Background: an optimization exercise with open tools, aiming at a short achievable clock period and few clock cycles per item. Do not read the settings as production practice.
In this exercise RTL edits were held to simulation tests only and were not proved equivalent to the original.
No activity file was given, so power comes from the tool's default toggle rates.

==> flow/design.v (excerpt) <==
module ibuf_rdreq_mgmt #(
  parameter int unsigned BW       = 9,
  parameter int unsigned TAG_W    = 5,
  parameter int unsigned MX_OS_RQ = 4
) (
  input  logic             clk,
  input  logic             rst,
  input  logic [2:0]       cfg_max_rd_req_size,
  input  logic [63:0]      lbuf_addr,
  input  logic [31:0]      lbuf_len,
  input  logic             lbuf_en,
  output logic             lbuf_dn,
  input  logic [BW:0]      cons,
  output logic [BW:0]      committed_prod,
  output logic             rd,
  output logic [63:0]      hst_addr,
  output logic [9:0]       rd_qw,
  input  logic             rd_ack,
  input  logic [TAG_W-1:0] rd_tag,
  input  logic [TAG_W-1:0] cpl_tag,
  output logic [BW-1:0]    cpl_base,
  input  logic             cpl_vld,
  input  logic             cpl_last,
  output logic             err
);
==> flow/config.mk <==
export PLATFORM = sky130hd
export DESIGN_NAME = ibuf_rdreq_mgmt
export DESIGN_NICKNAME = ibuf_rdreq_mgmt
export VERILOG_FILES = /design/flow/design.v
export SDC_FILE = /design/flow/constraint.sdc
export NUM_CORES = 4
export LEC_CHECK = 0
export CAP_MARGIN = 20
export CORE_MARGIN = 2
export CORE_UTILIZATION = 40
export SETUP_SLACK_MARGIN = 4
export SLEW_MARGIN = 20
export SYNTH_HIERARCHICAL = 1
export SYNTH_MINIMUM_KEEP_SIZE = 0
export TNS_END_PERCENT = 100
==> flow/constraint.sdc <==
create_clock -name core_clock -period 8.0 [get_ports {clk}]
set_input_delay 1.6000 -clock core_clock [delete_from_list [all_inputs] [get_ports {clk}]]
set_output_delay 1.6000 -clock core_clock [all_outputs]
set_load 0.01 [all_outputs]
run.sh (not shown) runs the stock make flow with config.mk's settings and CLKGATE_MAP_FILE= SYNTH_SCRIPT=/design/flow/synth_recipe.tcl, a recipe that flattens the netlist after the stock synthesis.
Testbench counts at the start, summed over its fixed seeds: cycles 27,721, qwords 237,937.
Then changed:
--- a/flow/design.v
+++ b/flow/design.v
@@ -83,24 +83,14 @@
     le512 = (x[31:10] == '0) && (!x[9] || (x[8:0] == '0));
   endfunction
   function automatic logic fits_y(input logic [9:0] y, input logic [9:0] cs);
     logic [9:0] s;
     s = sub10(y, cs);
     fits_y = !s[9];
   endfunction
-  function automatic logic fits_ab(input logic [9:0] a, input logic [9:0] b,
-                                   input logic [9:0] cs);
-    logic [9:0]  s, c, ncs;
-    logic [10:0] t;
-    ncs = ~cs;
-    s   = a ^ b ^ ncs;
-    c   = (a & b) | (a & ncs) | (b & ncs);
-    t   = pp_add10(s, {c[8:0], 1'b0}, 1'b1);
-    fits_ab = !t[9];
-  endfunction
   function automatic logic [PtrW-1:0] ptr_add(input logic [PtrW-1:0] p, input int unsigned k);
     ptr_add = PtrW'((int'(p) + k) % N);
   endfunction
   logic             busy_q;      
   logic             more_q;      
   logic [63:12]     hi_q;        
   logic [8:0]       lo_q;        
@@ -476,24 +466,14 @@
     le512 = (x[31:10] == '0) && (!x[9] || (x[8:0] == '0));
   endfunction
   function automatic logic fits_y(input logic [9:0] y, input logic [9:0] cs);
     logic [9:0] s;
     s = sub10(y, cs);
     fits_y = !s[9];
   endfunction
-  function automatic logic fits_ab(input logic [9:0] a, input logic [9:0] b,
-                                   input logic [9:0] cs);
-    logic [9:0]  s, c, ncs;
-    logic [10:0] t;
-    ncs = ~cs;
-    s   = a ^ b ^ ncs;
-    c   = (a & b) | (a & ncs) | (b & ncs);
-    t   = pp_add10(s, {c[8:0], 1'b0}, 1'b1);
-    fits_ab = !t[9];
-  endfunction
   always_comb begin
     logic        lt_l, lt_b, l_lt_b, sel_l, sel_b, b_eq_m;
     logic [31:0] la_b, la_m;
     logic [51:0] hp;
     lt_l   = ~|(la[31:4] & hm);
     lt_b   = ~|(ba[9:4] & hm[5:0]);
     l_lt_b = (la[31:10] == '0) && lt10(la[9:0], ba);
@@ -602,26 +582,17 @@
     le512 = (x[31:10] == '0) && (!x[9] || (x[8:0] == '0));
   endfunction
   function automatic logic fits_y(input logic [9:0] y, input logic [9:0] cs);
     logic [9:0] s;
     s = sub10(y, cs);
     fits_y = !s[9];
   endfunction
-  function automatic logic fits_ab(input logic [9:0] a, input logic [9:0] b,
-                                   input logic [9:0] cs);
-    logic [9:0]  s, c, ncs;
-    logic [10:0] t;
-    ncs = ~cs;
-    s   = a ^ b ^ ncs;
-    c   = (a & b) | (a & ncs) | (b & ncs);
-    t   = pp_add10(s, {c[8:0], 1'b0}, 1'b1);
-    fits_ab = !t[9];
-  endfunction
-  assign fit1  = fits_ab(im1, mx, cons) || (le512(la) && fits_ab(im1, la[9:0], cons)) ||
-                 fits_ab(im1, ba, cons);
+  assign fit1  = fits_y(add10(im1, mx), cons) ||
+                 (le512(la) && fits_y(add10(im1, la[9:0]), cons)) ||
+                 fits_y(add10(im1, ba), cons);
   assign fit_c = fits_y(im1, cons);
 endmodule
 module ibuf_rdreq_first (
   input  logic [2:0]  cfg,
   input  logic [8:0]  addr,      
   input  logic [31:0] len,
   input  logic [9:0]  iprod,
@@ -694,24 +665,14 @@
     le512 = (x[31:10] == '0) && (!x[9] || (x[8:0] == '0));
   endfunction
   function automatic logic fits_y(input logic [9:0] y, input logic [9:0] cs);
     logic [9:0] s;
     s = sub10(y, cs);
     fits_y = !s[9];
   endfunction
-  function automatic logic fits_ab(input logic [9:0] a, input logic [9:0] b,
-                                   input logic [9:0] cs);
-    logic [9:0]  s, c, ncs;
-    logic [10:0] t;
-    ncs = ~cs;
-    s   = a ^ b ^ ncs;
-    c   = (a & b) | (a & ncs) | (b & ncs);
-    t   = pp_add10(s, {c[8:0], 1'b0}, 1'b1);
-    fits_ab = !t[9];
-  endfunction
   always_comb begin
     logic        lt_l, lt_b, l_lt_b, sel_l, sel_b, b_eq_m;
     logic [9:0]  bnd0, ipm1, free;
     logic [10:0] s10;
     logic [31:0] len_b, len_m;
     logic [32:0] s33;
     unique case (cfg)
=> Worst setup slack gets better by 9.0 ps; sequential share of layout area went down by 0.27 points; first-iteration DRC count is lower by a few percent; die area grows by a few percent; routed wire length rose slightly; cell area increases slightly; global-route usage drops by 0.51 points; clock skew goes down by 4.2 ps; power is higher by a few percent; clock-buffer cell count is unchanged; hold slack is about the same; register-to-register slack got worse by 270 ps.
Testbench counts after the change, summed over its fixed seeds: cycles 27,721, qwords 237,937.

port drivers added, routing unchanged:
The results above use ideal ports. As a check the final layouts listed here were re-extracted and re-timed, cells and wires unchanged. Step 1, drivers: a clkbuf_16 drives clk and a buf_2 each remaining input, both assumed. Step 2, shift: input delay + t, output delay - t, t = (earliest + latest rising clock arrival at the registers) / 2. This alone moves slack from input paths to output paths. Slacks: ideal / step 1 / step 2; pairs: ideal / step 1.
| run | t (ns) | slack for setup (ns) | worst setup path after step 2 | clock arrival spread, ns |
|---|---|---|---|---|
| the first run | 0.657 | 3.810 / 3.742 / 3.282 | input to register | 0.030 / 0.030 |
| the second run | 0.648 | 3.819 / 3.741 / 3.332 | input to register | 0.023 / 0.022 |
After both steps setup and hold are still met in every run listed. For the first run, which loses most, drivers alone change the setup slack by -0.068 ns; drivers and shift together by -0.528 ns.
